Background: an optimization exercise with open tools, aiming at small area, a short achievable clock period and few clock cycles per item. Do not read the settings as production practice.
Where RTL was checked, it was by simulation tests only, not by an equivalence proof against the original.
Only the layout flow was run in runs 4 to 7; the RTL was not checked for function there.
Power is estimated from default activity; no workload was simulated.

==> design/flow/design.v <==
`default_nettype none
package isaPkg;
	localparam int DATA_W = 16;
	localparam int REG_ADDR_W = 5;
	localparam int OPCODE_W = 7;
	typedef enum logic [OPCODE_W-1:0] {
		OP_ADD = 7'd1,
		OP_SUB = 7'd2,
		OP_AND = 7'd3,
		OP_OR  = 7'd4,
		OP_XOR = 7'd5,
		OP_SHL = 7'd6,
		OP_SHR = 7'd7,
		OP_MOV = 7'd8
	} opcode_e;
	typedef logic [DATA_W-1:0] data_t;
	typedef logic [REG_ADDR_W-1:0] regAddr_t;
	typedef struct packed {
		logic overflow;
		logic underflow;
	} status_t;
endpackage
`default_nettype wire
`default_nettype none
package busPkg;
	localparam int BUNDLE_W = 90;
	localparam int COMMIT_W = 48;
	localparam int SLOT_W = 46;
	typedef struct packed {
		logic isWb;
		logic [7-1:0] opcode;
		logic [4:0] wbAddr;
		logic [15:0] pOperand;
		logic [15:0] sOperand;
	} laneOp_t;
	typedef struct packed {
		laneOp_t laneA;
		laneOp_t laneB;
	} bundle_t;
	typedef struct packed {
		logic [1:0] code;
		logic [4:0] wbAddr;
		logic [15:0] wbData;
	} slotHalf_t;
	typedef struct packed {
		slotHalf_t laneA;
		slotHalf_t laneB;
	} slot_t;
	typedef struct packed {
		logic wbValid;
		logic [4:0] wbAddr;
		logic [15:0] wbData;
		logic [1:0] status;
	} commitHalf_t;
	typedef struct packed {
		commitHalf_t laneA;
		commitHalf_t laneB;
	} commit_t;
endpackage
`default_nettype wire
`default_nettype none
module creditFifo #(
	parameter int DEPTH = 4,
	parameter int WIDTH = 1
) (
	input wire logic clock_i,
	input wire logic reset_i,
	input wire logic push_i,
	input wire logic [WIDTH-1:0] item_i,
	input wire logic pop_i,
	output logic [WIDTH-1:0] item_o
);
	localparam int PTR_W = (DEPTH > 1) ? $clog2(DEPTH) : 1;
	logic [WIDTH-1:0] mem [DEPTH];
	logic [PTR_W-1:0] wrPtr;
	logic [DEPTH-1:0] rdHot;
	always_ff @(posedge clock_i)
	begin
		if (push_i)
		begin
			mem[wrPtr] <= item_i;
		end
	end
	always_comb
	begin
		item_o = '0;
		for (int k = 0; k < DEPTH; k++)
		begin
			item_o = item_o | (mem[k] & {WIDTH{rdHot[k]}});
		end
	end
	always_ff @(posedge clock_i)
	begin
		if (reset_i)
		begin
			wrPtr <= '0;
			rdHot <= DEPTH'(1);
		end
		else
		begin
			if (push_i)
			begin
				wrPtr <= (wrPtr == PTR_W'(DEPTH - 1)) ? '0 : wrPtr + 1'b1;
			end
			if (pop_i)
			begin
				rdHot <= {rdHot[DEPTH-2:0], rdHot[DEPTH-1]};
			end
		end
	end
endmodule
`default_nettype wire
`default_nettype none
module arithLane (
	input wire busPkg::laneOp_t op_i,
	input wire logic kill_i,
	output logic wbValid_o,
	output busPkg::slotHalf_t half_o
);
	logic [15:0] p;
	logic [15:0] s;
	logic isAdd, isSub, isAnd, isOr, isXor, isShl, isShr, isMov;
	logic legalOp;
	logic keep;
	logic [15:0] sx;
	logic [16:0] sumWide;
	logic [15:0] shOut;
	logic [15:0] shRev;
	assign p = op_i.pOperand;
	assign s = op_i.sOperand;
	assign isAdd = op_i.opcode == 7'd1;
	assign isSub = op_i.opcode == 7'd2;
	assign isAnd = op_i.opcode == 7'd3;
	assign isOr = op_i.opcode == 7'd4;
	assign isXor = op_i.opcode == 7'd5;
	assign isShl = op_i.opcode == 7'd6;
	assign isShr = op_i.opcode == 7'd7;
	assign isMov = op_i.opcode == 7'd8;
	assign legalOp = (op_i.opcode != 7'd0) && (op_i.opcode <= 7'd8);
	assign wbValid_o = op_i.isWb && legalOp;
	assign keep = wbValid_o && !kill_i;
	assign sx[7:0] = op_i.opcode[1] ? ~s[7:0] : s[7:0];
	assign sx[15:8] = op_i.opcode[0] ? s[15:8] : ~s[15:8];
	always_comb
	begin
		logic [16:0] g;
		logic [16:0] t;
		g = {p & sx & {16{!op_i.opcode[2]}}, op_i.opcode[1] & !op_i.opcode[2]};
		t = {p ^ sx, 1'b0};
		for (int l = 0; l < 5; l++)
		begin
			logic [16:0] gPrev;
			logic [16:0] tPrev;
			gPrev = g;
			tPrev = t;
			for (int i = 0; i < 17; i++)
			begin
				if (i >= (1 << l))
				begin
					g[i] = gPrev[i] | (tPrev[i] & gPrev[i - (1 << l)]);
					t[i] = tPrev[i] & tPrev[i - (1 << l)];
				end
			end
		end
		sumWide = {g[16], p ^ sx ^ g[15:0]};
	end
	always_comb
	begin
		logic [15:0] r;
		for (int i = 0; i < 16; i++)
		begin
			r[i] = op_i.opcode[0] ? p[i] : p[15-i];
		end
		r = s[3] ? {8'd0, r[15:8]} : r;
		r = s[2] ? {4'd0, r[15:4]} : r;
		r = s[1] ? {2'd0, r[15:2]} : r;
		r = s[0] ? {1'd0, r[15:1]} : r;
		shOut = r;
		for (int i = 0; i < 16; i++)
		begin
			shRev[i] = r[15-i];
		end
	end
	assign half_o.wbAddr = keep ? op_i.wbAddr : 5'd0;
	assign half_o.wbData = ({16{keep && (isAdd || isSub || isXor)}} & sumWide[15:0])
		| ({16{keep && isAnd}} & (p & s))
		| ({16{keep && isOr}} & (p | s))
		| ({16{keep && isMov}} & s)
		| ({16{keep && isShl}} & shRev)
		| ({16{keep && isShr}} & shOut);
	assign half_o.code[1] = keep && (isAdd || isSub) && (sumWide[16] ^ op_i.opcode[1]);
	assign half_o.code[0] = keep && !(isAdd && sumWide[16]);
endmodule
`default_nettype wire
`default_nettype none
module commitMerge (
	input wire busPkg::bundle_t bundle_i,
	output busPkg::slot_t slot_o
);
	logic wbA;
	logic wbB;
	logic sameDest;
	assign sameDest = wbA && wbB && (bundle_i.laneA.wbAddr == bundle_i.laneB.wbAddr);
	arithLane laneA (
		.op_i(bundle_i.laneA),
		.kill_i(sameDest),
		.wbValid_o(wbA),
		.half_o(slot_o.laneA)
	);
	arithLane laneB (
		.op_i(bundle_i.laneB),
		.kill_i(1'b0),
		.wbValid_o(wbB),
		.half_o(slot_o.laneB)
	);
endmodule
`default_nettype wire
`default_nettype none
module vliwExecCore #(
	parameter int BUNDLE_DEPTH = 4,
	parameter int COMMIT_CREDITS = 2
) (
	input wire logic clock_i,
	input wire logic reset_i,
	input wire logic bundleValid_i,
	input wire busPkg::bundle_t bundle_i,
	output wire logic bundleCredit_o,
	input wire logic commitCredit_i,
	output wire logic commitValid_o,
	output wire busPkg::commit_t commit_o
);
	localparam int CNT_W = $clog2(BUNDLE_DEPTH + 1);
	localparam int CREDIT_W = $clog2(COMMIT_CREDITS + 1);
	busPkg::slot_t newSlot;
	busPkg::slot_t headSlot;
	logic [CNT_W-1:0] count;
	logic [CNT_W-1:0] countNext;
	logic [CREDIT_W-1:0] credits;
	logic [CREDIT_W-1:0] creditsAvail;
	logic commitValid;
	logic commitNext;
	logic bundleCredit;
	commitMerge merger (
		.bundle_i(bundle_i),
		.slot_o(newSlot)
	);
	creditFifo #(
		.DEPTH(BUNDLE_DEPTH),
		.WIDTH(busPkg::SLOT_W)
	) recordQueue (
		.clock_i(clock_i),
		.reset_i(reset_i),
		.push_i(bundleValid_i),
		.item_i(newSlot),
		.pop_i(commitValid),
		.item_o(headSlot)
	);
	assign countNext = count - CNT_W'(commitValid) + CNT_W'(bundleValid_i);
	assign creditsAvail = credits + CREDIT_W'(commitCredit_i);
	assign commitNext = (creditsAvail != '0) && (countNext != '0);
	always_ff @(posedge clock_i)
	begin
		if (reset_i)
		begin
			count <= '0;
			credits <= CREDIT_W'(COMMIT_CREDITS);
			commitValid <= 1'b0;
			bundleCredit <= 1'b0;
		end
		else
		begin
			count <= countNext;
			credits <= creditsAvail - CREDIT_W'(commitNext);
			commitValid <= commitNext;
			bundleCredit <= commitNext;
		end
	end
	assign commitValid_o = commitValid;
	assign bundleCredit_o = bundleCredit;
	assign commit_o.laneA.wbValid = |headSlot.laneA.code;
	assign commit_o.laneA.wbAddr = headSlot.laneA.wbAddr;
	assign commit_o.laneA.wbData = headSlot.laneA.wbData;
	assign commit_o.laneA.status = {headSlot.laneA.code[1] & ~headSlot.laneA.code[0],
		headSlot.laneA.code[1] & headSlot.laneA.code[0]};
	assign commit_o.laneB.wbValid = |headSlot.laneB.code;
	assign commit_o.laneB.wbAddr = headSlot.laneB.wbAddr;
	assign commit_o.laneB.wbData = headSlot.laneB.wbData;
	assign commit_o.laneB.status = {headSlot.laneB.code[1] & ~headSlot.laneB.code[0],
		headSlot.laneB.code[1] & headSlot.laneB.code[0]};
endmodule
`default_nettype wire
==> design/flow/flow/run.sh <==
#!/bin/bash
# Standard ORFS layout (the standard.sh, synthesis unchanged), with plain
# buffers on the ports instead of the default delay-cell buffers, plus the
# settings in flow/extra.env. Each tool's full output goes to its own log
# here; ORFS's per-step logs are under orfs/logs/.
set -euo pipefail
export BUFFER_PORTS_ARGS="-buffer_cell sky130_fd_sc_hd__buf_1"
if [[ -f flow/extra.env ]]; then
  set -a
  source flow/extra.env
  set +a
fi
bash standard.sh synth > synth.log 2>&1
bash standard.sh finish > layout.log 2>&1
==> design/flow/standard.sh <==
#!/bin/bash
# synth_recipe.tcl (not shown) runs the flow's synth.tcl, then flattens the netlist and writes it again
# the make line also repeats each setting of config.mk as NAME=value (left out here)
make -C /OpenROAD-flow-scripts/flow DESIGN_CONFIG=/design/flow/config.mk WORK_HOME=/design/flow/orfs CLKGATE_MAP_FILE= SYNTH_SCRIPT=/design/flow/synth_recipe.tcl "${@:-finish}"
==> design/flow/config.mk <==
export PLATFORM = sky130hd
export DESIGN_NAME = vliwExecCore
export DESIGN_NICKNAME = vliwExecCore
export VERILOG_FILES = /design/flow/design.v
export SDC_FILE = /design/flow/constraint.sdc
export NUM_CORES = 4
export LEC_CHECK = 0
export CAP_MARGIN = 20
export CORE_MARGIN = 2
export CORE_UTILIZATION = 50
export CTS_BUF_LIST = sky130_fd_sc_hd__clkbuf_4 sky130_fd_sc_hd__clkbuf_8
export SETUP_SLACK_MARGIN = 1.2
export SLEW_MARGIN = 20
==> design/flow/constraint.sdc <==
create_clock -name core_clock -period 4.0 [get_ports {clock_i}]
set_input_delay 0.8000 -clock core_clock [delete_from_list [all_inputs] [get_ports {clock_i}]]
set_output_delay 0.8000 -clock core_clock [all_outputs]
set_load 0.01 [all_outputs]
==> flow_metrics.tcl, run 1 <==
set metrics [dict create \
    arrival_ns 3.09 \
    drt_iter0_markers 1124 \
    finalHoldViolCount 0 \
    grt_overflow_total 0 \
    yosysWarnings 3 \
    wl_um 37900 \
    diodes 0 \
    io_buffers 143 \
    cp.buffers_inverters 1 \
    dr.pass1.iters 8 \
    avgSynthCellArea_um2 10.8 \
    core-area_um2 24500 \
    dpl.hpwl_um 26300 \
    fin_crit_sh 0.728 \
    slowest_delay_ns 0.41 \
    grt_use_met3 0.0458 \
    top_level_ports 144 \
    clk_latency_ns 0.46 \
    numCtsBuffers 17 \
    post_dp_cell_area_um2 13700 \
    relSlewSlack 0.521 \
    path_delay_family "compound AO/OA/AOI/OAI gates" \
    vdd_ir_drop_max_uv 341 \
    p_leak_uw 0.00538 \
    fin_setup_tns_ns 0 \
    fmax_mhz 343 \
    dieWidth_um 162 \
    finalInstanceArea_um2 15100 \
    tightestPinTransition_ns 0.718 \
    rows 57 \
    grt-busiest-layer "met2" \
    stdcell_count 1682 \
    grt_pass1_vias 9901 \
    start_util 0.513 \
    ff2ff_path_depth 11 \
    gr-usage-met1 0.408 \
    outcome "complete, no violations" \
    final_nets 1484 \
    htreeDepth 4 \
    syn_inst 1160 \
    cts_tree "built" \
    min_path_cells 2 \
    die_h_um 162 \
    vias 10635 \
    grt_max_degree 47 \
    min_period_ns 2.91 \
    yosys.cell_types.count 74 \
    die-area_um2 26400 \
    synth_edf_count 184 \
    fin_util 0.619 \
    synth-seq-cells 196 \
    clk_pin_slew_worst_paths_ns 0.09 \
    crit_chain "clkbuf_4 > xnor2_4 > ha_4 > nor2b_4 > and3b_1 > a2111oi_4 > o31ai_4 > a21bo_2 > mux2i_1 > a221o_1" \
    area_delta_synth_final_pct 20.8 \
    postCtsHoldBufs 0 \
    max_cap_violations 0 \
    place_inst 1594 \
    clockBufferDepth 2 \
    synth-seq-area-share 0.460 \
    clock_tree.root_cell "clkbuf_8" \
    synthArstFlopShare 0 \
    start_kind "input port" \
    drc 0 \
    grt_pass1_wl_um 56800 \
    p_total_uw 5820 \
    worstSetupPathType "input port to register" \
    cp_slowest_cell "a221o_1" \
    slew_viol_final 0 \
    ant_nets 0 \
    vias_per_cell 6.32 \
    finClkSkew_ns 0.0112 \
    antenna_found_initial 0 \
    setup_viol 0 \
    hold_path.class "register to register" \
    worstPathRequired_ns 4.18 \
    power_density_nw_per_um2 384 \
    place.gp.congestion 0.940 \
    rsz0062_at_grt "yes" \
    cts.sinks 196 \
    crit_cells 10 \
    drive_gt1_frac 0.214 \
    syn_area_um2 12500 \
    met2_usage 0.444 \
    syn_nets 1299 \
    track_usage 0.281 \
    dominantRegCellSynth "edfxtp_1" \
    worstPathMaxFanout 4 \
    wl_per_cell_um 22.5 \
    endpoint_kind "register" \
]
-- metal layers --
| layer | up-vias | part of all wire |
|---|---|---|
| met5 | - | 0 |
| met1 | 5172 | 0.43 |
| li1 | 4872 | - |
| met3 | 57 | 0.082 |
| met2 | 534 | 0.46 |
| met4 | 0 | 0.020 |
-- power by group --
part / leakage, µW / switching, µW / internal [µW] / total, µW
Clock: 0.000206 / 707 / 583 / 1290
Combinational: 0.00350 / 1190 / 844 / 2040
Sequential: 0.00167 / 135 / 2360 / 2490
Total: 0.00538 / 2040 / 3790 / 5820
-- final cells by class --
cell class                 count  area (µm²)
clock buffer                  17         234
clock inverter                15         181
fill                        2048        9320
inverter                      25        97.6
multi-input combinational    865        7000
sequential                   196        5780
tap                          324         405
timing repair buffer         240        1450
-- cell usage after synthesis (11+ instances only) --
| master | instances | area [µm²] |
|---|---|---|
| inv_1 | 24 | 90.1 |
| xnor2_1 | 29 | 254 |
| nand2_1 | 114 | 428 |
| a21o_1 | 13 | 97.6 |
| dfxtp_1 | 12 | 240 |
| a221oi_1 | 14 | 123 |
| nand2b_1 | 14 | 87.6 |
| nand3_1 | 26 | 130 |
| o22ai_1 | 13 | 81.3 |
| and2_1 | 18 | 113 |
| o21ai_0 | 33 | 165 |
| a31oi_1 | 14 | 87.6 |
| xor2_1 | 39 | 342 |
| buf_1 | 15 | 56.3 |
| mux4_2 | 26 | 586 |
| nor3_1 | 25 | 125 |
| buf_2 | 20 | 100 |
| mux2i_1 | 41 | 410 |
| o211ai_1 | 11 | 82.6 |
| mux2_2 | 17 | 191 |
| a22oi_1 | 90 | 676 |
| edfxtp_1 | 184 | 5530 |
| a21oi_1 | 63 | 315 |
| nor2_1 | 72 | 270 |
| clkbuf_1 | 32 | 120 |
| a211o_1 | 11 | 96.3 |
| ha_1 | 44 | 551 |
| nor2b_1 | 14 | 87.6 |
-- state kept, by name, summed over array words and instances, names as in the netlist --
register / count
recordQueue.mem: 184
recordQueue.rdHot: 4
bundleCredit: 1
count: 3
recordQueue.wrPtr: 2
credits: 2
-- tightest hold or removal path: cells and delay by family (launching register included) --
| family | cells | cell delay (ns) |
|---|---|---|
| xor gates and xnor gates | 1 | 0.09 |
| DFF | 1 | 0.33 |
| and+or+nand+nor | 1 | 0.08 |
-- kinds of logic after synthesis --
logic type / Yosys count / share of synthesized area
xor+xnor: 68 / 0.0475
simple gates: 324 / 0.124
flops: 196 / 0.460
fa+ha+maj: 45 / 0.0455
mux: 84 / 0.0947
compound gates: 343 / 0.193
buf+inv: 100 / 0.0352
-- placed cells by master, fill, tap and decap left out, drive strengths merged, types with 12 or more instances in the layout --
master	instances
a21o	13
a21oi	64
a221oi	14
a22oi	90
a31oi	15
and2	19
buf	231
clkbuf	26
dfxtp	12
edfxtp	184
ha	44
inv	33
mux2	17
mux2i	41
mux4	26
nand2	114
nand2b	14
nand3	26
nor2	73
nor2b	14
nor3	26
o21ai	35
o22ai	13
xnor2	29
xor2	39
-- timing repair --
action / in CTS / in global routing
gates resized for setup: 58 / 66
pin swaps: 34 / 40
cloned: 0 / 2
buffers inserted: 27 / 27
endpoints found under the setup margin: 179 / 137
-- metrics by stage --
step           worst slack [ns]  hold WS (ns)
2_1_floorplan             0.525         0.481
3_3_place_gp              0.425         0.499
3_5_place_dp              0.346         0.512
4_1_cts                    1.14         0.537
5_1_grt                    1.05         0.561
6_report                   1.09         0.533
-- worst paths after layout --
path,start,end,slack [ns]
hold / removal,count[2],count[2],0.53
hold reg to reg,count[2],count[2],0.53
setup / recovery,bundle_i[82],recordQueue.mem[0][36],1.09
setup reg to reg,bundleCredit,credits[1],1.52
Testbench counts, summed over its fixed seeds: cycles 4,247, items 3,200.
==> inputs of run 2 (changes only) <==
--- a/design/flow/config.mk
+++ b/design/flow/config.mk
@@ -7,7 +7,9 @@
 export LEC_CHECK = 0
 export CAP_MARGIN = 20
 export CORE_MARGIN = 2
-export CORE_UTILIZATION = 50
+export CORE_UTILIZATION = 40
 export CTS_BUF_LIST = sky130_fd_sc_hd__clkbuf_4 sky130_fd_sc_hd__clkbuf_8
+export CTS_CLUSTER_DIAMETER = 100
+export CTS_CLUSTER_SIZE = 40
 export SETUP_SLACK_MARGIN = 1.2
 export SLEW_MARGIN = 20
==> run 2 against run 1 <==
  * Hold slack worse by 0.0041 ns
  * Clock-buffer cell count unchanged
  * Global-route usage down 5.0 points
  * Die area rose by 24%
  * Via count fell by 0.53%
  * Sequential share of layout area increased by 0.45 points
  * Combinational power shrank 2%
  * Design area down 1.2%
  * Non-clock buffer count down 17
  * Synthesized cell count did not move
  * Wire length grew 3.2%
  * Cell count grew 3.2%
==> flow_metrics.tcl, run 2 <==
set metrics [dict create \
    synth-seq-cells 196 \
    drt_iter0_markers 1135 \
    seqCellArea_um2 5780 \
    endpoint_kind "register" \
    dominantRegCellSynth "edfxtp_1" \
    finalHoldViolCount 0 \
    drc 0 \
    core-area_um2 30700 \
    io_buffers 143 \
    wl_per_cell_um 22.5 \
    grt_max_degree 47 \
    ant_nets 0 \
    min_period_ns 2.84 \
    max_cap_violations 0 \
    dr.pass1.iters 6 \
    ys_top_cells_by_area "edfxtp_1, a22oi_1, mux4_2" \
    p_total_uw 5750 \
    htreeDepth 4 \
    synth_most_common_cell "edfxtp_1" \
    synth-seq-area-share 0.460 \
    worstPathRequired_ns 4.17 \
    final_common_cell "edfxtp_1" \
    yosysTopAreaCellShare 0.441 \
    power_density_nw_per_um2 384 \
    top_level_ports 144 \
    antenna_found_initial 0 \
    syn_nets 1299 \
    worst_slack_ns 1.16 \
    place_ws_ns 0.197 \
    final_nets 1466 \
    largest_register_ffs 184 \
    diodes 0 \
    worst_hold_slack_ns 0.529 \
    start_kind "input port" \
    ff2ff_path_depth 11 \
    grt_pass1_wl_um 59000 \
    start_util 0.408 \
    syn_area_um2 12500 \
    fmax_mhz 353 \
    p_leak_uw 0.00527 \
    dieWidth_um 181 \
    dpl.hpwl_um 27500 \
    vdd_ir_drop_max_uv 206 \
    yosysWarnings 3 \
    synthArstFlopShare 0 \
    grt_pass1_vias 9972 \
    numCtsBuffers 17 \
    min_path_cells 2 \
    worstSetupPathType "input port to register" \
    relSlewSlack 0.464 \
    synth_edf_count 184 \
    largestRegisters "recordQueue.mem: 184 flops, recordQueue.rdHot: 4 flops, count: 3 flops" \
    crit_chain "buf_12 > xor2_1 > ha_1 > a21oi_2 > nor3_2 > a2111oi_4 > o31ai_4 > a21bo_2 > mux2i_1 > a221o_1" \
    arrival_ns 3.00 \
    wl_um 39100 \
    slew_viol_final 0 \
    fin_crit_sh 0.709 \
    cp_slowest_cell "a221o_1" \
    track_usage 0.231 \
    synth_top_area_cell "edfxtp_1" \
    outcome "complete, no violations" \
    top_register "recordQueue.mem" \
    clock_tree.root_cell "clkbuf_8" \
    place.gp.congestion 0.966 \
    cts_tree "built" \
    cts.sinks 196 \
    multiInputGateArea_um2 6870 \
    die-area_um2 32800 \
    syn_inst 1160 \
    setup_viol 0 \
    grt_overflow_total 0 \
    vias_per_cell 6.10 \
    fillers 2878 \
    tightestPinTransition_ns 0.798 \
    postCtsHoldBufs 0 \
    rsz0062_at_grt "yes" \
    finClkSkew_ns 0.0157 \
    clk_pin_slew_worst_paths_ns 0.09 \
    clk_latency_ns 0.45 \
    worstPathMaxFanout 8 \
    layout_common_cells "edfxtp_1, buf_1, nand2_1" \
    rows 64 \
    fin_setup_tns_ns 0 \
    hold_path.class "register to register" \
    synthTopCellsByCount "edfxtp_1, nand2_1, a22oi_1" \
    avgSynthCellArea_um2 10.8 \
    vias 10579 \
    slowest_delay_ns 0.38 \
    die_h_um 181 \
    clockBufferDepth 2 \
    area_delta_synth_final_pct 19.3 \
    drive_gt1_frac 0.199 \
    yosys.cell_types.count 74 \
]
run 2: cell count changes in the layout (fill, tap and decap cells not counted), sizes merged:
cell	before	now
buf	231	212
inv	33	29
clkinv	2	5
clkbuf	26	28
and3	8	7
run 2: cell families (layout without fill, tap and decap cells):
group | count (synthesis) | count (layout) | synth area share
AOI/OAI and AO/OA | 343 | 343 | 0.193
xor gates and xnor gates | 68 | 68 | 0.0475
adders and majority gates | 45 | 45 | 0.0455
buffers and inverters | 100 | 279 | 0.0352
DFF | 196 | 196 | 0.460
muxes | 84 | 84 | 0.0947
and+or+nand+nor | 324 | 324 | 0.124
run 2: final timing paths:
kind / start / endpoint / slack, ns
max: bundle_i[83] / recordQueue.mem[2][36] / 1.16
max reg2reg: bundleCredit / credits[1] / 1.57
min: count[2] / count[2] / 0.53
min reg2reg: count[2] / count[2] / 0.53
run 2: critical path: cells and delay by family:
kind	cells	cell delay, ns
compound gates	5	1.38
xor+xnor	1	0.15
fa+ha+maj	1	0.35
buf+inv	1	0.12
mux	1	0.12
simple gates	1	0.08
run 2: through the flow:
step | instance area, µm² | cells | util
after floorplan | 13000 | 1160 | -
after global placement | 13800 | 1668 | 0.449
after detailed placement | 13800 | 1668 | 0.449
after CTS | 14500 | 1717 | 0.473
after global routing | 15000 | 1735 | 0.487
final | 15000 | 1735 | 0.487
run 2: layer usage:
metal | routed length (µm) | up-vias | track usage | part of all wire
met5 | 0 | - | 0 | 0
met4 | 897 | 0 | 0.0546 | 0.023
met3 | 3040 | 83 | 0.0365 | 0.078
met2 | 17800 | 527 | 0.362 | 0.46
met1 | 17400 | 5125 | 0.336 | 0.44
li1 | - | 4844 | - | -
run 2: area by class of cell:
cell class                 instances  area share
inverter                          25     0.00677
timing repair buffer             223      0.0882
clock inverter                    14      0.0112
sequential                       196       0.386
tap                              396      0.0331
clock buffer                      17      0.0156
multi-input combinational        864       0.459
run 2: timing repair:
action | in CTS | in global routing
resized for setup | 49 | 64
endpoints found under the setup margin | 169 | 128
setup buffers | 18 | 18
pin swaps | 20 | 21
run 2: where the power goes:
group	total [µW]	switching, µW	internal, µW	leakage [µW]
logic	1990	1190	794	0.00340
registers	2500	138	2360	0.00167
clock network	1260	692	572	0.000201
total	5750	2020	3730	0.00527
==> inputs of run 3 (changes only) <==
==> design/flow/config.mk (replaced) <==
export PLATFORM = sky130hd
export DESIGN_NAME = vliwExecCore
export DESIGN_NICKNAME = vliwExecCore
export VERILOG_FILES = /design/flow/design.v
export SDC_FILE = /design/flow/constraint.sdc
export NUM_CORES = 4
export LEC_CHECK = 0
export CAP_MARGIN = 10
export CORE_MARGIN = 2
export CORE_UTILIZATION = 40
export CTS_BUF_LIST = sky130_fd_sc_hd__clkbuf_4 sky130_fd_sc_hd__clkbuf_8
export SETUP_SLACK_MARGIN = 1.2
export SLEW_MARGIN = 10
==> run 3 against run 2 <==
  * Still clean
  * Total power stayed put
  * Critical path depth is the same
  * Flip-flop and latch count is the same
==> flow_metrics.tcl, run 3 <==
set metrics [dict create \
    finClkSkew_ns 0.0157 \
    finalHoldViolCount 0 \
    start_kind "input port" \
    place.gp.congestion 0.966 \
    cts.sinks 196 \
    drive_gt1_frac 0.199 \
    slew_viol_final 0 \
    yosysTopAreaCellShare 0.441 \
    worstPathMaxFanout 8 \
    fillers 2878 \
    top_level_ports 144 \
    p_total_uw 5750 \
    area_delta_synth_final_pct 19.3 \
    fmax_mhz 353 \
    wl_um 39100 \
    die_h_um 181 \
    synthArstFlopShare 0 \
    core-area_um2 30700 \
    drc 0 \
    grt_pass1_wl_um 59000 \
    syn_nets 1299 \
    avgSynthCellArea_um2 10.8 \
    worstPathRequired_ns 4.17 \
    clk_latency_ns 0.45 \
    clockBufferDepth 2 \
    syn_inst 1160 \
    endpoint_kind "register" \
    fin_util 0.487 \
    max_cap_violations 0 \
    fin_setup_tns_ns 0 \
    final_common_cell "edfxtp_1" \
    yosysWarnings 3 \
    arrival_ns 3.00 \
    grt_overflow_total 0 \
    vdd_ir_drop_max_uv 206 \
    tightestPinTransition_ns 0.798 \
    ys_top_cells_by_area "edfxtp_1, a22oi_1, mux4_2" \
    dominantRegCellSynth "edfxtp_1" \
    post_dp_cell_area_um2 13800 \
    start_util 0.408 \
    postCtsHoldBufs 0 \
    r2r_start "bundleCredit" \
    layout_common_cells "edfxtp_1, buf_1, nand2_1" \
    cts_tree "built" \
    grt_max_degree 47 \
    vias_per_cell 6.10 \
    final_nets 1466 \
    clk_pin_slew_worst_paths_ns 0.09 \
    finalInstanceArea_um2 15000 \
    top_register "recordQueue.mem" \
    die-area_um2 32800 \
    antenna_found_initial 0 \
    synth-seq-area-share 0.460 \
    hold_path.class "register to register" \
    dieWidth_um 181 \
    synth_top_area_cell "edfxtp_1" \
    io_buffers 143 \
    min_period_ns 2.84 \
    numCtsBuffers 17 \
    relSlewSlack 0.464 \
    synthTopCellsByCount "edfxtp_1, nand2_1, a22oi_1" \
    grt_pass1_vias 9972 \
    min_from "count[2]" \
    dpl.hpwl_um 27500 \
    vias 10579 \
    power_density_nw_per_um2 384 \
    fin_crit_sh 0.709 \
    yosys.cell_types.count 74 \
    htreeDepth 4 \
    synth_edf_count 184 \
    crit_start "bundle_i[83]" \
    ant_nets 0 \
    slowest_delay_ns 0.38 \
    wl_per_cell_um 22.5 \
    drt_iter0_markers 1135 \
    diodes 0 \
    crit_chain "buf_12 > xor2_1 > ha_1 > a21oi_2 > nor3_2 > a2111oi_4 > o31ai_4 > a21bo_2 > mux2i_1 > a221o_1" \
    largest_register_ffs 184 \
    p_leak_uw 0.00527 \
    largestRegisters "recordQueue.mem: 184 flops, recordQueue.rdHot: 4 flops, count: 3 flops" \
    setup_viol 0 \
    synth_most_common_cell "edfxtp_1" \
    synth-seq-cells 196 \
    rows 64 \
    clock_tree.root_cell "clkbuf_8" \
    cp_slowest_cell "a221o_1" \
    rsz0062_at_grt "yes" \
    outcome "complete, no violations" \
    dr.pass1.iters 6 \
    syn_area_um2 12500 \
    worstSetupPathType "input port to register" \
    worst_hold_slack_ns 0.529 \
    track_usage 0.231 \
]
[run 3: cell counts in the layout (fill, tap and decap cells not counted)]
No cell type changed its count.
[run 3: critical path: cells and delay by family]
kind                     cells  cell delay (ns)
adder cells (fa/ha/maj)      1             0.35
multiplexers                 1             0.12
AO/OA/AOI/OAI                5             1.38
buffers and inverters        1             0.12
AND/OR/NAND/NOR              1             0.08
XOR/XNOR                     1             0.15
[run 3: final cells by class]
type | count | area, µm² | share of cell area
clock buffers | 17 | 234 | 0.0156
clock inverters | 14 | 168 | 0.0112
inverters | 25 | 101 | 0.00677
multi-input cells | 864 | 6870 | 0.459
flip-flops and latches | 196 | 5780 | 0.386
well taps | 396 | 495 | 0.0331
repair buffers | 223 | 1320 | 0.0882
[run 3: path summary, 6_finish.rpt]
path | end | slack (ns) | cells past startpoint
hold reg to reg | count[2] | 0.53 | 2
setup / recovery | recordQueue.mem[2][36] | 1.16 | 10
hold / removal | count[2] | 0.53 | 2
setup reg to reg | credits[1] | 1.57 | 11
[run 3: power breakdown]
part	switching (µW)	leakage (µW)	total, µW	internal (µW)
clock network	692	0.000201	1260	572
registers	138	0.00167	2500	2360
logic	1190	0.00340	1990	794
total	2020	0.00527	5750	3730
[run 3: kinds of logic after synthesis]
| family | Yosys count | share of synthesized area |
|---|---|---|
| muxes | 84 | 0.0947 |
| xor gates and xnor gates | 68 | 0.0475 |
| DFF | 196 | 0.460 |
| buffers and inverters | 100 | 0.0352 |
| AOI/OAI and AO/OA | 343 | 0.193 |
| and+or+nand+nor | 324 | 0.124 |
| adders and majority gates | 45 | 0.0455 |
[run 3: per-stage QoR]
| step | std cells | setup slack, ns |
|---|---|---|
| floorplan | 1160 | 0.525 |
| global placement | 1668 | 0.321 |
| detailed placement | 1668 | 0.197 |
| CTS | 1717 | 1.18 |
| global route | 1735 | 1.11 |
| finish | 1735 | 1.16 |
[run 3: metal layers]
layer | track usage | vias up | wire length (µm)
met4 | 0.0546 | 0 | 897
met3 | 0.0365 | 83 | 3040
met5 | 0 | - | 0
met2 | 0.362 | 527 | 17800
li1 | - | 4844 | -
met1 | 0.336 | 5125 | 17400
[run 3: what timing repair did]
| action | in CTS | in global routing |
|---|---|---|
| setup endpoints to repair | 169 | 128 |
| gates cloned | 0 | 0 |
| setup buffers | 18 | 18 |
| gates resized for setup | 49 | 64 |
| pin swaps | 20 | 21 |
==> inputs of run 4 (changes only) <==
--- a/design/flow/design.v
+++ b/design/flow/design.v
@@ -171,10 +171,18 @@
 		begin
 			r[i] = op_i.opcode[0] ? p[i] : p[15-i];
 		end
-		r = s[3] ? {8'd0, r[15:8]} : r;
-		r = s[2] ? {4'd0, r[15:4]} : r;
-		r = s[1] ? {2'd0, r[15:2]} : r;
-		r = s[0] ? {1'd0, r[15:1]} : r;
+		case (s[1:0])
+			2'd0: r = r;
+			2'd1: r = {1'd0, r[15:1]};
+			2'd2: r = {2'd0, r[15:2]};
+			default: r = {3'd0, r[15:3]};
+		endcase
+		case (s[3:2])
+			2'd0: r = r;
+			2'd1: r = {4'd0, r[15:4]};
+			2'd2: r = {8'd0, r[15:8]};
+			default: r = {12'd0, r[15:12]};
+		endcase
 		shOut = r;
 		for (int i = 0; i < 16; i++)
 		begin
==> design/flow/config.mk (replaced) <==
export PLATFORM = sky130hd
export DESIGN_NAME = vliwExecCore
export DESIGN_NICKNAME = vliwExecCore
export VERILOG_FILES = /design/flow/design.v
export SDC_FILE = /design/flow/constraint.sdc
export NUM_CORES = 4
export LEC_CHECK = 0
export CAP_MARGIN = 20
export CORE_MARGIN = 2
export CORE_UTILIZATION = 40
export CTS_BUF_LIST = sky130_fd_sc_hd__clkbuf_4 sky130_fd_sc_hd__clkbuf_8
export SETUP_SLACK_MARGIN = 0.8
export SLEW_MARGIN = 20
==> run 4 against run 3 <==
  * Sequential share of layout area up 1.5 points
  * Sequential power is essentially flat
  * Design area down 4.0%
  * Highest routed layer unchanged
  * Total power fell by 4.1%
  * Die area rose by 1.2%
  * Critical endpoint is now recordQueue.mem[2][37]
  * Synthesized area grew 1.3%
  * Global-route usage decreased by 0.93 points
  * Core utilization shrank 2.9 points
  * Fmax fell by 8.9%
==> flow_metrics.tcl, run 4 <==
set metrics [dict create \
    diodes 0 \
    rsz0062_at_grt "no" \
    place.gp.congestion 0.988 \
    relSlewSlack 0.343 \
    clockBufferDepth 2 \
    rrSetupSlack_ns 1.69 \
    die_h_um 182 \
    final_common_cell "edfxtp_1" \
    grt_pass1_vias 9719 \
    drc 0 \
    clk_latency_ns 0.45 \
    fin_crit_sh 0.778 \
    drt_iter0_markers 943 \
    yosys.cell_types.count 77 \
    worstSetupPathType "input port to register" \
    grt_pass1_wl_um 57000 \
    syn_nets 1267 \
    vias_per_cell 6.09 \
    finClkSkew_ns 0.0130 \
    dpl.hpwl_um 27200 \
    min_path_cells 2 \
    core-area_um2 31400 \
    p_leak_uw 0.00498 \
    r2r_end "credits[1]" \
    synth-seq-area-share 0.454 \
    power_density_nw_per_um2 384 \
    fin_util 0.458 \
    endpoint_kind "register" \
    yosysTopAreaCellShare 0.435 \
    dr.pass1.iters 5 \
    largest_register_ffs 184 \
    synth_most_common_cell "edfxtp_1" \
    area_delta_synth_final_pct 13.1 \
    syn_area_um2 12700 \
    synth_edf_count 184 \
    syn_inst 1128 \
    numCtsBuffers 17 \
    vdd_ir_drop_max_uv 195 \
    min_period_ns 3.11 \
    cts.sinks 196 \
    antenna_found_initial 1 \
    dominantRegCellSynth "edfxtp_1" \
    top_level_ports 144 \
    synth-seq-cells 196 \
    io_buffers 143 \
    setup_viol 0 \
    vias 10266 \
    postCtsSetupBuffers 0 \
    wl_per_cell_um 22.0 \
    slew_viol_final 0 \
    synthTopCellsByCount "edfxtp_1, a22oi_1, nand2_1" \
    min_from "recordQueue.wrPtr[1]" \
    track_usage 0.221 \
    cts_tree "built" \
    p_total_uw 5510 \
    tightestPinTransition_ns 0.980 \
    yosysWarnings 3 \
    finalHoldViolCount 0 \
    die-area_um2 33200 \
    r2r_start "bundleCredit" \
    clock_tree.root_cell "clkbuf_8" \
    fin_setup_tns_ns 0 \
    synthArstFlopShare 0 \
    grt_max_degree 39 \
    hold_path.class "register to register" \
    worstHoldEndpoint "recordQueue.wrPtr[1]" \
    final_nets 1409 \
    grt_overflow_total 0 \
    layout_common_cells "edfxtp_1, buf_1, a22oi_1" \
    ff2ff_path_depth 10 \
    drive_gt1_frac 0.143 \
    outcome "complete, no violations" \
    worstPathRequired_ns 4.16 \
    avgSynthCellArea_um2 11.3 \
    start_util 0.405 \
    fmax_mhz 321 \
    start_kind "input port" \
    arrival_ns 3.27 \
    synth_top_area_cell "edfxtp_1" \
    largestRegisters "recordQueue.mem: 184 flops, recordQueue.rdHot: 4 flops, count: 3 flops" \
    wl_um 37000 \
    clk_pin_slew_worst_paths_ns 0.11 \
    ant_nets 0 \
    max_cap_violations 0 \
    dieWidth_um 182 \
    top_register "recordQueue.mem" \
    postCtsHoldBufs 0 \
    rows 65 \
    htreeDepth 4 \
    worstPathMaxFanout 13 \
    ys_top_cells_by_area "edfxtp_1, mux4_2, a22oi_1" \
]
==> run 4: changes by cell type after synthesis, moves of 10 or more <==
cell | previous run | this run
inv_1 | 24 | 40
mux2i_1 | 41 | 30
mux4_2 | 26 | 36
nand2_1 | 114 | 90
nand3_1 | 26 | 11
nor2_1 | 72 | 51
xnor2_1 | 29 | 41
xor2_1 | 39 | 24
==> run 4: worst max-delay path, stage by stage <==
cell and delay [ns]:
clkbuf_2 0.21, buf_12 0.18, mux2_2 0.35, mux4_2 0.50, mux4_2 0.50, a222oi_1 0.47
o221ai_2 0.25
==> run 4: worst max-delay path by stage <==
| stage | slack (ns) | to | from |
|---|---|---|---|
| after floorplan | 0.76 | recordQueue.mem[0][45] | bundle_i[82] |
| after global placement | 0.28 | recordQueue.mem[3][32] | bundle_i[83] |
| after detailed placement | 0.23 | recordQueue.mem[2][35] | bundle_i[38] |
| after CTS | 0.82 | recordQueue.mem[2][37] | bundle_i[82] |
| after global routing | 0.83 | recordQueue.mem[1][13] | bundle_i[38] |
| final | 0.89 | recordQueue.mem[2][37] | bundle_i[45] |
==> run 4: logic make-up (layout without fill, tap and decap cells) <==
family / after synthesis / count (layout) / synth area share
AO/OA/AOI/OAI: 338 / 338 / 0.196
multiplexers: 95 / 95 / 0.114
XOR/XNOR: 65 / 65 / 0.0448
AND/OR/NAND/NOR: 278 / 278 / 0.110
adder cells (fa/ha/maj): 45 / 45 / 0.0449
buffers and inverters: 111 / 266 / 0.0363
flip-flops: 196 / 196 / 0.454
==> run 4: metal layers <==
| metal | vias up | track usage | wire length, µm |
|---|---|---|---|
| met5 | - | 0 | 0 |
| met4 | 0 | 0.0694 | 863 |
| met3 | 60 | 0.0241 | 2270 |
| met2 | 432 | 0.346 | 16700 |
| met1 | 5045 | 0.324 | 17100 |
| li1 | 4729 | - | - |
==> run 4: cell type report <==
| class | instances | area (µm²) |
|---|---|---|
| Multi-Input combinational cell | 821 | 6550 |
| Clock buffer | 17 | 234 |
| Fill cell | 2964 | 17000 |
| Sequential cell | 196 | 5770 |
| Inverter | 41 | 154 |
| Tap cell | 402 | 503 |
| Clock inverter | 15 | 184 |
| Timing Repair Buffer | 193 | 973 |
==> run 4: per-stage QoR <==
step           instance area (µm²)  hold slack (ns)  setup WS, ns  instances
2_1_floorplan                12800            0.514         0.762       1128
3_3_place_gp                 13900            0.548         0.283       1653
3_5_place_dp                 13900            0.561         0.231       1653
5_1_grt                      14400            0.590         0.830       1685
4_1_cts                      14300            0.575         0.817       1685
6_report                     14400            0.563         0.887       1685
==> run 4: repair_timing <==
action                     in CTS  in global routing
pin swaps                       0                  1
resized for setup               2                  9
setup endpoints to repair      44                 33
==> run 4: where the power goes <==
group          total (µW)  switching [µW]  internal, µW
clock network        1240             758           481
logic                1780            1080           704
registers            2500             140          2360
total                5510            1970          3540
==> inputs of run 5 (changes only) <==
--- a/design/flow/config.mk
+++ b/design/flow/config.mk
@@ -9,5 +9,5 @@
 export CORE_MARGIN = 2
 export CORE_UTILIZATION = 40
 export CTS_BUF_LIST = sky130_fd_sc_hd__clkbuf_4 sky130_fd_sc_hd__clkbuf_8
-export SETUP_SLACK_MARGIN = 0.8
+export SETUP_SLACK_MARGIN = 1.0
 export SLEW_MARGIN = 20
==> run 5 against run 4 <==
  * Still clean
  * Clock-buffer cell count up 2
  * Sequential share of layout area down 1.2 points
  * Register-to-register slack worse by 0.07 ns
  * Hold slack improved by 0.010 ns
  * Critical path depth rose by 2
  * Clock power increased by 6%
  * Combinational power increased by 6%
  * Via count fell by 0.19%
  * Design area grew 3.1%
  * Die area unchanged
  * Core utilization increased by 1.4 points
  * Critical path type unchanged
  * Largest cell class unchanged
==> flow_metrics.tcl, run 5 <==
set metrics [dict create \
    rrSetupSlack_ns 1.62 \
    worstSetupPathType "input port to register" \
    relSlewSlack 0.481 \
    min_period_ns 2.98 \
    fillers 2915 \
    clk_pin_slew_worst_paths_ns 0.09 \
    io_buffers 143 \
    drt_iter0_markers 1111 \
    clock_tree.root_cell "clkbuf_8" \
    top_register "recordQueue.mem" \
    finalHoldViolCount 0 \
    clk_latency_ns 0.45 \
    wl_per_cell_um 21.9 \
    wl_um 37200 \
    start_kind "input port" \
    rows 65 \
    dr.pass1.iters 8 \
    drive_gt1_frac 0.188 \
    grt_overflow_total 0 \
    fin_setup_tns_ns 0 \
    synthArstFlopShare 0 \
    syn_area_um2 12700 \
    cts_tree "built" \
    synth_top_area_cell "edfxtp_1" \
    dieWidth_um 182 \
    fin_crit_sh 0.745 \
    worstHoldEndpoint "recordQueue.wrPtr[1]" \
    routedLengthMet1_um 16800 \
    synth_xor_area_frac 0.0448 \
    power_switching_uw 1940 \
    syn_nets 1267 \
    yosys.area_share.simple 0.110 \
    ff2ff_path_depth 10 \
    min_path_cells 2 \
    p_clk_frac 0.233 \
    synth_mux_area_frac 0.114 \
    tightestPinTransition_ns 0.766 \
    dr_wl_met2_um 17100 \
    synthAdderAreaFrac 0.0449 \
    place.gp.congestion 0.974 \
    yosysWarnings 3 \
    final_common_cell "edfxtp_1" \
    setup_viol 0 \
    cts.sinks 196 \
    max_cap_violations 0 \
    top_level_ports 144 \
    slew_viol_final 0 \
    track_usage 0.221 \
    synth-seq-area-share 0.454 \
    drc 0 \
    grt_pass1_wl_um 57100 \
    grt_max_degree 47 \
    synthTopCellsByCount "edfxtp_1, a22oi_1, nand2_1" \
    vdd_ir_drop_max_uv 214 \
    worstPathMaxFanout 10 \
    postCtsHoldBufs 0 \
    synth_edf_count 184 \
    combPwrFrac 0.330 \
    ant_nets 0 \
    fmax_mhz 336 \
    yosysTopAreaCellShare 0.435 \
    largestRegisters "recordQueue.mem: 184 flops, recordQueue.rdHot: 4 flops, count: 3 flops" \
    outcome "complete, no violations" \
    die-area_um2 33200 \
    r2r_end "credits[1]" \
    die_h_um 182 \
    finClkSkew_ns 0.0160 \
    switching_share 0.341 \
    power_density_nw_per_um2 384 \
    dominantRegCellSynth "edfxtp_1" \
    area_delta_synth_final_pct 16.6 \
    vias_per_cell 6.05 \
    avgSynthCellArea_um2 11.3 \
    numCtsBuffers 17 \
    syn_inst 1128 \
    final_nets 1418 \
    core-area_um2 31400 \
    arrival_ns 3.13 \
    r2r_start "bundleCredit" \
    synth_most_common_cell "edfxtp_1" \
    grt_pass1_vias 9777 \
    htreeDepth 4 \
    largest_register_ffs 184 \
    p_leak_uw 0.00510 \
    synth-seq-cells 196 \
    wl_met3_um 2500 \
    dpl.hpwl_um 27000 \
    place_ws_ns 0.241 \
    ys_top_cells_by_area "edfxtp_1, mux4_2, a22oi_1" \
    vias 10247 \
    p_int_uw 3750 \
    worstPathRequired_ns 4.15 \
    antenna_found_initial 0 \
    layout_common_cells "edfxtp_1, buf_1, a22oi_1" \
    synth_compound_area_frac 0.196 \
    rsz0062_at_grt "yes" \
    min_from "recordQueue.wrPtr[1]" \
    seq_power_share 0.437 \
    synth_top_family_by_area "compound AO/OA/AOI/OAI gates" \
    clockBufferDepth 2 \
    worst_slack_ns 1.02 \
    top_layer "met4" \
    yosys.cell_types.count 77 \
    endpoint_kind "register" \
    hold_path.class "register to register" \
    start_util 0.405 \
]
## run 5: per-layer routing
layer  global-route usage  vias to the layer above
met1                0.323                     5019
met2                0.350                      435
met4               0.0616                        0
li1                     -                     4741
met5                    0                        -
met3               0.0218                       52
## run 5: per-stage QoR
| step | utilization | hold WS (ns) | total power (µW) | std cells | cell area [µm²] |
|---|---|---|---|---|---|
| 6_report | 0.472 | 0.573 | 5690 | 1695 | 14800 |
| 5_1_grt | 0.472 | 0.614 | 5990 | 1694 | 14800 |
| 4_1_cts | 0.459 | 0.578 | 5670 | 1678 | 14400 |
| 3_5_place_dp | 0.443 | 0.562 | 4350 | 1645 | 13900 |
| 3_3_place_gp | 0.443 | 0.546 | 4320 | 1645 | 13900 |
| 2_1_floorplan | - | 0.514 | 3720 | 1128 | 13000 |
## run 5: worst max-delay path by stage
stage,from,endpoint,slack [ns],depth (start not counted)
finish,bundle_i[47],recordQueue.mem[0][32],1.02,9
global route,bundle_i[38],recordQueue.mem[1][22],0.93,10
CTS,bundle_i[42],recordQueue.mem[1][30],0.99,7
detailed placement,bundle_i[45],recordQueue.mem[1][38],0.24,9
global placement,bundle_i[47],recordQueue.mem[2][32],0.35,9
floorplan,bundle_i[82],recordQueue.mem[0][45],0.77,11
## run 5: logic make-up (layout without fill, tap and decap cells)
| family | after synthesis | in the layout |
|---|---|---|
| fa+ha+maj | 45 | 45 |
| mux | 95 | 95 |
| buf+inv | 111 | 275 |
| flops | 196 | 196 |
| xor+xnor | 65 | 65 |
| simple gates | 278 | 278 |
| other cells | 0 | 1 |
| compound gates | 338 | 338 |
## run 5: power groups by stage
stage,registers (µW),logic (µW),clock network [µW]
after floorplan,2440,1280,0
after global placement,2530,1790,0
after detailed placement,2530,1810,0
after CTS,2490,1830,1350
after global routing,2500,2060,1430
final,2490,1880,1320
## run 5: what timing repair did
action / 4_1_cts / 5_1_grt
endpoints found under the hold margin: 0 / 0
buffers inserted: 1 / 16
endpoints found under the setup margin: 72 / 141
pin swaps: 3 / 16
gates resized for setup: 19 / 55
## run 5: layout make-up
class / count / area [µm²] / share of cell area
diodes: 1 / 2.50 / 0.000169
clock buffers: 19 / 249 / 0.0168
clock inverters: 13 / 171 / 0.0116
inverters: 41 / 158 / 0.0106
multi-input cells: 821 / 6900 / 0.466
flip-flops and latches: 196 / 5770 / 0.390
well taps: 402 / 503 / 0.0340
repair buffers: 202 / 1050 / 0.0712
## run 5: worst max-delay path: stages
cell	delay (ns)
clkbuf_4	0.18
xor2_1	0.16
ha_1	0.36
and4_1	0.23
o21a_4	0.13
o311a_4	0.40
or3_4	0.39
a311oi_2	0.29
o211ai_1	0.19
==> inputs of run 6 (changes only) <==
--- a/design/flow/design.v
+++ b/design/flow/design.v
@@ -72,8 +72,8 @@
 );
 	localparam int PTR_W = (DEPTH > 1) ? $clog2(DEPTH) : 1;
 	logic [WIDTH-1:0] mem [DEPTH];
+	logic [PTR_W-1:0] rdPtr;
 	logic [PTR_W-1:0] wrPtr;
-	logic [DEPTH-1:0] rdHot;
 	always_ff @(posedge clock_i)
 	begin
 		if (push_i)
@@ -81,20 +81,13 @@
 			mem[wrPtr] <= item_i;
 		end
 	end
-	always_comb
-	begin
-		item_o = '0;
-		for (int k = 0; k < DEPTH; k++)
-		begin
-			item_o = item_o | (mem[k] & {WIDTH{rdHot[k]}});
-		end
-	end
+	assign item_o = mem[rdPtr];
 	always_ff @(posedge clock_i)
 	begin
 		if (reset_i)
 		begin
+			rdPtr <= '0;
 			wrPtr <= '0;
-			rdHot <= DEPTH'(1);
 		end
 		else
 		begin
@@ -104,7 +97,7 @@
 			end
 			if (pop_i)
 			begin
-				rdHot <= {rdHot[DEPTH-2:0], rdHot[DEPTH-1]};
+				rdPtr <= (rdPtr == PTR_W'(DEPTH - 1)) ? '0 : rdPtr + 1'b1;
 			end
 		end
 	end
@@ -171,18 +164,10 @@
 		begin
 			r[i] = op_i.opcode[0] ? p[i] : p[15-i];
 		end
-		case (s[1:0])
-			2'd0: r = r;
-			2'd1: r = {1'd0, r[15:1]};
-			2'd2: r = {2'd0, r[15:2]};
-			default: r = {3'd0, r[15:3]};
-		endcase
-		case (s[3:2])
-			2'd0: r = r;
-			2'd1: r = {4'd0, r[15:4]};
-			2'd2: r = {8'd0, r[15:8]};
-			default: r = {12'd0, r[15:12]};
-		endcase
+		r = s[3] ? {8'd0, r[15:8]} : r;
+		r = s[2] ? {4'd0, r[15:4]} : r;
+		r = s[1] ? {2'd0, r[15:2]} : r;
+		r = s[0] ? {1'd0, r[15:1]} : r;
 		shOut = r;
 		for (int i = 0; i < 16; i++)
 		begin
--- a/design/flow/config.mk
+++ b/design/flow/config.mk
@@ -9,5 +9,5 @@
 export CORE_MARGIN = 2
 export CORE_UTILIZATION = 40
 export CTS_BUF_LIST = sky130_fd_sc_hd__clkbuf_4 sky130_fd_sc_hd__clkbuf_8
-export SETUP_SLACK_MARGIN = 1.0
+export SETUP_SLACK_MARGIN = 1.2
 export SLEW_MARGIN = 20
==> run 6 against run 5 <==
  * Fmax shrank 2.0%
  * Sequential share of layout area decreased by 2.6 points
  * Critical endpoint is now recordQueue.mem[2][15]
  * Global-route usage grew 0.91 points
  * Via count up 1.9%
  * Flip-flop and latch count unchanged
  * Critical path type unchanged
  * Clock skew up 0.0045 ns
  * Synthesized area up 0.66%
  * First-iteration DRC count shrank 5.3%
  * Clock-buffer cell count increased by 1
  * Non-clock buffer count rose by 64
==> flow_metrics.tcl, run 6 <==
set metrics [dict create \
    rows 65 \
    core-area_um2 31600 \
    clk_latency_ns 0.45 \
    syn_area_um2 12800 \
    htreeDepth 4 \
    vias_per_cell 6.07 \
    clk_pin_slew_worst_paths_ns 0.10 \
    grt_pass1_wl_um 58600 \
    ys_top_cells_by_area "edfxtp_1, mux4_2, ha_1" \
    top_level_ports 144 \
    synth_top_family_by_area "multiplexers" \
    finalHoldViolCount 0 \
    track_usage 0.230 \
    area_delta_synth_final_pct 24.2 \
    synth_compound_area_frac 0.138 \
    min_period_ns 3.04 \
    finalInstanceArea_um2 15900 \
    yosys.cell_types.count 75 \
    power_density_nw_per_um2 366 \
    drive_gt1_frac 0.303 \
    outcome "complete, no violations" \
    final_common_cell "edfxtp_1" \
    r2r_end "credits[1]" \
    r2r_start "bundleCredit" \
    syn_nets 1227 \
    min_from "count[2]" \
    final_nets 1446 \
    ant_nets 0 \
    drc 0 \
    largest_register_ffs 184 \
    dr.pass1.iters 7 \
    synth-seq-area-share 0.451 \
    drt_iter0_markers 1052 \
    place.gp.congestion 0.917 \
    dominantRegCellSynth "edfxtp_1" \
    setup_viol 0 \
    synth-seq-cells 196 \
    synthAdderAreaFrac 0.0456 \
    largestRegisters "recordQueue.mem: 184 flops, count: 3 flops" \
    arrival_ns 3.18 \
    worstSetupPathType "input port to register" \
    clockBufferDepth 2 \
    synth_edf_count 184 \
    min_path_cells 2 \
    yosys.area_share.simple 0.120 \
    finClkSkew_ns 0.0205 \
    start_kind "input port" \
    die-area_um2 33400 \
    slew_viol_final 0 \
    start_util 0.405 \
    fin_setup_tns_ns 0 \
    fin_crit_sh 0.760 \
    grt_pass1_vias 9825 \
    cts_tree "built" \
    worstHoldEndpoint "count[2]" \
    vdd_ir_drop_max_uv 238 \
    synth_top_area_cell "edfxtp_1" \
    synthArstFlopShare 0 \
    p_leak_uw 0.00575 \
    syn_inst 1087 \
    avgSynthCellArea_um2 11.8 \
    synth_xor_area_frac 0.0473 \
    worstPathMaxFanout 5 \
    die_h_um 183 \
    layout_common_cells "edfxtp_1, buf_1, buf_4" \
    top_register "recordQueue.mem" \
    cts.sinks 196 \
    worstPathRequired_ns 4.14 \
    grt_overflow_total 0 \
    wl_per_cell_um 23.2 \
    rrSetupSlack_ns 1.71 \
    antenna_found_initial 0 \
    yosysWarnings 3 \
    tightestPinTransition_ns 0.698 \
    fmax_mhz 329 \
    rsz0062_at_grt "yes" \
    post_dp_cell_area_um2 14200 \
    clock_tree.root_cell "clkbuf_8" \
    hold_path.class "register to register" \
    ff2ff_path_depth 11 \
    grt_max_degree 27 \
    vias 10443 \
    io_buffers 143 \
    relSlewSlack 0.535 \
    dpl.hpwl_um 28100 \
    synth_most_common_cell "edfxtp_1" \
    endpoint_kind "register" \
    synth_mux_area_frac 0.168 \
    dieWidth_um 183 \
    synthTopCellsByCount "edfxtp_1, nand2_1, mux4_2" \
    max_cap_violations 0 \
    numCtsBuffers 17 \
    yosysTopAreaCellShare 0.432 \
    diodes 0 \
    wl_um 39800 \
]
-- run 6: changes by cell type after synthesis, moves of 9 or more --
cell	previous run	this run
a22oi_1	95	8
mux4_2	36	74
nor2_1	51	70
o21ai_0	30	48
inv_1	40	24
nor3_1	27	17
a221oi_1	10	19
-- run 6: area by class of cell --
type                            instances  area [µm²]
Clock inverter                         12         121
Inverter                               26         109
Tap cell                              402         503
Sequential cell                       196        5770
Fill cell                            2822       15700
Clock buffer                           20         256
Multi-Input combinational cell        799        7400
Timing Repair Buffer                  266        1720
-- run 6: metal layers --
metal	routed length, µm	GRT usage	part of all wire
met5	0	0	0
met2	17900	0.347	0.45
met3	2750	0.0306	0.069
met1	18400	0.350	0.46
met4	816	0.0602	0.020
-- run 6: logic make-up after synthesis --
family                     after synthesis
AOI/OAI and AO/OA                      261
xor gates and xnor gates                69
adders and majority gates               46
buffers and inverters                   93
DFF                                    196
muxes                                  120
and+or+nand+nor                        302
-- run 6: repair_timing --
action,in CTS,in global routing
pin swaps,12,45
hold buffers,0,0
resized for setup,47,124
cloned,2,3
setup endpoints to repair,161,134
buffers inserted,26,40
-- run 6: worst max-delay path by stage --
stage	from	endpoint	slack, ns	depth (start not counted)
after CTS	bundle_i[38]	recordQueue.mem[0][14]	1.12	11
final	bundle_i[38]	recordQueue.mem[2][15]	0.96	13
after floorplan	bundle_i[46]	recordQueue.mem[0][45]	0.73	12
after detailed placement	bundle_i[83]	recordQueue.mem[2][45]	0.24	10
after global routing	bundle_i[38]	recordQueue.mem[1][12]	0.93	12
after global placement	bundle_i[83]	recordQueue.mem[0][45]	0.24	10
-- run 6: power by group --
part	internal [µW]	total, µW	switching [µW]
Combinational	1010	2220	1210
Clock	527	1200	674
Sequential	2340	2400	58.7
-- run 6: per-stage QoR --
step	setup WS, ns	util	hold slack (ns)	std cells	total power [µW]
after global placement	0.239	0.450	0.496	1618	4360
final	0.959	0.503	0.537	1721	5810
after detailed placement	0.238	0.450	0.515	1618	4380
after floorplan	0.732	-	0.481	1087	3820
after global routing	0.927	0.503	0.586	1721	6120
after CTS	1.12	0.477	0.543	1678	5730
-- run 6: worst max-delay path, stage by stage --
cell and delay [ns]:
buf_8 0.11, buf_12 0.13, xor2_2 0.14, ha_1 0.36, buf_4 0.17, ha_4 0.15
nand3_2 0.07, o311ai_4 0.12, a32o_2 0.32, a22oi_2 0.23, o22ai_2 0.13, xnor2_1 0.24
o221ai_2 0.21
==> inputs of run 7 (changes only) <==
--- a/design/flow/design.v
+++ b/design/flow/design.v
@@ -115,7 +115,6 @@
 	logic isAdd, isSub, isAnd, isOr, isXor, isShl, isShr, isMov;
 	logic legalOp;
 	logic keep;
-	logic [15:0] sx;
 	logic [16:0] sumWide;
 	logic [15:0] shOut;
 	logic [15:0] shRev;
@@ -132,31 +131,23 @@
 	assign legalOp = (op_i.opcode != 7'd0) && (op_i.opcode <= 7'd8);
 	assign wbValid_o = op_i.isWb && legalOp;
 	assign keep = wbValid_o && !kill_i;
-	assign sx[7:0] = op_i.opcode[1] ? ~s[7:0] : s[7:0];
-	assign sx[15:8] = op_i.opcode[0] ? s[15:8] : ~s[15:8];
-	always_comb
-	begin
-		logic [16:0] g;
-		logic [16:0] t;
-		g = {p & sx & {16{!op_i.opcode[2]}}, op_i.opcode[1] & !op_i.opcode[2]};
-		t = {p ^ sx, 1'b0};
-		for (int l = 0; l < 5; l++)
-		begin
-			logic [16:0] gPrev;
-			logic [16:0] tPrev;
-			gPrev = g;
-			tPrev = t;
-			for (int i = 0; i < 17; i++)
-			begin
-				if (i >= (1 << l))
-				begin
-					g[i] = gPrev[i] | (tPrev[i] & gPrev[i - (1 << l)]);
-					t[i] = tPrev[i] & tPrev[i - (1 << l)];
-				end
-			end
-		end
-		sumWide = {g[16], p ^ sx ^ g[15:0]};
-	end
+	logic [15:0] xps;
+	logic [16:0] carryAdd;
+	logic [16:0] carrySub;
+	logic [16:0] carry;
+	assign xps = p ^ s;
+	carryPrefix addCarries (
+		.g_i({p & s & {16{!op_i.opcode[2]}}, 1'b0}),
+		.t_i({xps, 1'b0}),
+		.c_o(carryAdd)
+	);
+	carryPrefix subCarries (
+		.g_i({p & ~s, 1'b1}),
+		.t_i({~xps, 1'b0}),
+		.c_o(carrySub)
+	);
+	assign carry = op_i.opcode[1] ? ~carrySub : carryAdd;
+	assign sumWide = {carry[16], xps ^ carry[15:0]};
 	always_comb
 	begin
 		logic [15:0] r;
@@ -181,8 +172,33 @@
 		| ({16{keep && isMov}} & s)
 		| ({16{keep && isShl}} & shRev)
 		| ({16{keep && isShr}} & shOut);
-	assign half_o.code[1] = keep && (isAdd || isSub) && (sumWide[16] ^ op_i.opcode[1]);
+	assign half_o.code[1] = keep && (isAdd || isSub) && sumWide[16];
 	assign half_o.code[0] = keep && !(isAdd && sumWide[16]);
+endmodule
+module carryPrefix (
+	input wire logic [16:0] g_i,
+	input wire logic [16:0] t_i,
+	output logic [16:0] c_o
+);
+	always_comb
+	begin
+		logic [16:0] g;
+		logic [16:0] t;
+		g = g_i;
+		t = t_i;
+		for (int l = 0; l < 5; l++)
+		begin
+			for (int i = 16; i >= 0; i--)
+			begin
+				if (((i >> l) & 1) == 1)
+				begin
+					g[i] = g[i] | (t[i] & g[((i >> l) << l) - 1]);
+					t[i] = t[i] & t[((i >> l) << l) - 1];
+				end
+			end
+		end
+		c_o = g;
+	end
 endmodule
 `default_nettype wire
 `default_nettype none
==> run 7 against run 6 <==
  * Clock power up 15%
  * Synthesized cell count up 12%
  * Synthesized area rose by 5.8%
  * Hold slack worse by 0.0022 ns
  * Core utilization increased by 0.53 points
  * Design area grew 7.1%
  * Sequential share of layout area is 2.4 points lower
==> flow_metrics.tcl, run 7 <==
set metrics [dict create \
    final_common_cell "edfxtp_1" \
    clk_latency_ns 0.45 \
    dpl.hpwl_um 30000 \
    seq_power_share 0.405 \
    vdd_ir_drop_max_uv 298 \
    cp_slowest_cell "or4_4" \
    top_register "recordQueue.mem" \
    start_util 0.405 \
    wl_per_cell_um 22.2 \
    grt_overflow_total 0 \
    finClkSkew_ns 0.0180 \
    synth-seq-area-share 0.426 \
    grt_pass1_wl_um 62200 \
    rrSetupSlack_ns 1.66 \
    antenna_found_initial 1 \
    clockBufferDepth 2 \
    area_delta_synth_final_pct 25.8 \
    syn_area_um2 13500 \
    dr.pass1.iters 8 \
    largestRegisters "recordQueue.mem: 184 flops, count: 3 flops" \
    drive_gt1_frac 0.308 \
    p_int_uw 3960 \
    arrival_ns 3.22 \
    drc 0 \
    synth-seq-cells 196 \
    vias_per_cell 5.93 \
    worstSetupPathType "input port to register" \
    drt_iter0_markers 1429 \
    fmax_mhz 343 \
    wl_um 41900 \
    final_nets 1627 \
    grt_pass1_vias 10598 \
    clk_pin_slew_worst_paths_ns 0.12 \
    relSlewSlack 0.418 \
    min_period_ns 2.91 \
    grt_max_degree 43 \
    hold_path.class "register to register" \
    track_usage 0.228 \
    htreeDepth 4 \
    layout_common_cells "edfxtp_1, buf_1, buf_4" \
    endpoint_kind "register" \
    tightestPinTransition_ns 0.873 \
    max_cap_violations 0 \
    power_density_nw_per_um2 350 \
    core-area_um2 33400 \
    slew_viol_final 0 \
    die-area_um2 35300 \
    synth_most_common_cell "edfxtp_1" \
    avgSynthCellArea_um2 11.1 \
    cts.sinks 196 \
    place.gp.congestion 0.985 \
    top_level_ports 144 \
    syn_nets 1415 \
    place_inst 1794 \
    start_kind "input port" \
    outcome "complete, no violations" \
    setup_viol 0 \
    io_buffers 143 \
    fin_crit_sh 0.728 \
    finalHoldViolCount 0 \
    die_h_um 188 \
    rows 67 \
    synthTopCellsByCount "edfxtp_1, ha_1, inv_1" \
    path_common_cell "or3_4" \
    dominantRegCellSynth "edfxtp_1" \
    ant_nets 0 \
    synthArstFlopShare 0 \
    p_leak_uw 0.00646 \
    combPwrFrac 0.363 \
    worstPathRequired_ns 4.31 \
    switching_share 0.335 \
    numCtsBuffers 17 \
    p_clk_frac 0.232 \
    fin_setup_tns_ns 0 \
    rsz0062_at_grt "yes" \
    vias 11197 \
    cts_tree "built" \
    ys_top_cells_by_area "edfxtp_1, mux4_2, ha_1" \
    dieWidth_um 188 \
    crit_chain "buf_12 > or4_4 > and3_4 > a41o_1 > or3_4 > or3_4 > buf_8 > nor2_4 > a21oi_2 > o211ai_1 > buf_4" \
    slowest_delay_ns 0.49 \
    yosys.cell_types.count 72 \
    syn_inst 1215 \
    clock_tree.root_cell "clkbuf_8" \
    synth_edf_count 184 \
    worstPathMaxFanout 7 \
    stdcell_count 1889 \
    power_switching_uw 1990 \
    largest_register_ffs 184 \
    yosysWarnings 4 \
    yosysTopAreaCellShare 0.408 \
    postCtsHoldBufs 0 \
    synth_top_area_cell "edfxtp_1" \
]
==> run 7: changes by cell type in the layout (fill, tap and decap cells not counted), sizes merged, moves of 8 or more <==
cell / previous run / this run
inv: 26 / 97
ha: 45 / 105
xor2: 32 / 11
o21ai: 48 / 68
a22oi: 8 / 21
a21o: 18 / 6
a21oi: 63 / 75
xnor2: 37 / 25
and3: 16 / 5
nand2: 84 / 73
nor2: 70 / 80
mux4: 74 / 66
nor3: 19 / 27
==> run 7: critical path, delay by kind of cell <==
kind	cells	cell delay (ns)
buffers and inverters	3	0.44
AO/OA/AOI/OAI	3	0.33
AND/OR/NAND/NOR	5	1.63
==> run 7: power groups by stage <==
| stage | Clock, µW | Sequential [µW] | Combinational (µW) |
|---|---|---|---|
| after global placement | 0 | 2510 | 1810 |
| final | 1380 | 2410 | 2160 |
| after detailed placement | 0 | 2510 | 1820 |
| after floorplan | 0 | 2410 | 1320 |
| after global routing | 1490 | 2430 | 2320 |
| after CTS | 1420 | 2410 | 2020 |
==> run 7: timing repair <==
item                       in CTS  in global routing
setup buffers                  28                 27
gates cloned                    1                  6
pin swaps                      27                 43
gates resized for setup       125                134
setup endpoints to repair     184                153
hold endpoints to repair        0                  0
==> run 7: path summary, 6_finish.rpt <==
kind,start,depth (start not counted),endpoint
setup reg to reg,bundleCredit,11,credits[1]
hold / removal,recordQueue.rdPtr[1],2,register
hold reg to reg,recordQueue.rdPtr[1],2,register
setup / recovery,bundle_i[39],11,recordQueue.mem[2][37]
==> run 7: layout make-up <==
class                   instances  area (µm²)
multi-input cells             852        7910
inverters                      94         394
fillers                      2944       16400
clock inverters                15         226
flip-flops and latches        196        5770
repair buffers                266        1920
clock buffers                  17         234
diodes                          1        2.50
well taps                     448         561
==> run 7: cells by family after synthesis <==
group | share of synthesized area
adder cells (fa/ha/maj) | 0.0986
multiplexers | 0.142
flip-flops | 0.426
AND/OR/NAND/NOR | 0.101
buffers and inverters | 0.0485
AO/OA/AOI/OAI | 0.161
XOR/XNOR | 0.0233
==> run 7: metal layers <==
metal,up-vias,global-route usage,part of all wire,routed length [µm]
li1,5080,-,-,-
met1,5497,0.325,0.44,18400
met3,70,0.0378,0.078,3250
met5,-,0,0,0
met2,550,0.359,0.46,19200
met4,0,0.0666,0.024,1000
==> run 7: through the flow <==
| stage | hold slack (ns) | area (µm²) | total power [µW] | setup slack (ns) | utilization |
|---|---|---|---|---|---|
| after global placement | 0.497 | 15100 | 4310 | 0.196 | 0.451 |
| after CTS | 0.540 | 16300 | 5840 | 1.07 | 0.486 |
| final | 0.535 | 17000 | 5950 | 1.09 | 0.509 |
| after global routing | 0.596 | 17000 | 6240 | 1.05 | 0.509 |
| after detailed placement | 0.509 | 15100 | 4330 | 0.151 | 0.451 |
| after floorplan | 0.481 | 13900 | 3730 | 0.666 | - |

## afterwards: timing with drivers on the ports
No port has a modelled driver above. Below, the same layouts with a new extraction and two added sets of constraints. Step 1 sets driving cells, clkbuf_16 on the clock port and buf_2 on the other inputs (assumed; they add their load-dependent delay and slew). Step 2 adds t to the input delays and takes it off the output delays; t is the mean of the earliest and latest rising clock arrival at the registers after step 1. Input paths then give back, and output paths get back, about the clock's delay inside the block. Three values: ideal, step 1, step 2; two values: the first two.
| run | shift t [ns] | setup WS [ns] | clock arrival spread, ns |
|---|---|---|---|
| run 1 | 0.496 | 1.087 / 1.095 / 0.599 | 0.017 / 0.017 |
| run 2 | 0.481 | 1.165 / 1.156 / 0.674 | 0.019 / 0.019 |
| run 3 | 0.481 | 1.165 / 1.156 / 0.674 | 0.019 / 0.019 |
| run 4 | 0.476 | 0.887 / 0.902 / 0.426 | 0.020 / 0.019 |
| run 5 | 0.482 | 1.021 / 1.030 / 0.548 | 0.022 / 0.022 |
| run 6 | 0.476 | 0.959 / 0.959 / 0.483 | 0.022 / 0.022 |
| run 7 | 0.481 | 1.088 / 1.082 / 0.601 | 0.019 / 0.020 |
After both steps setup and hold are still met in every run listed.
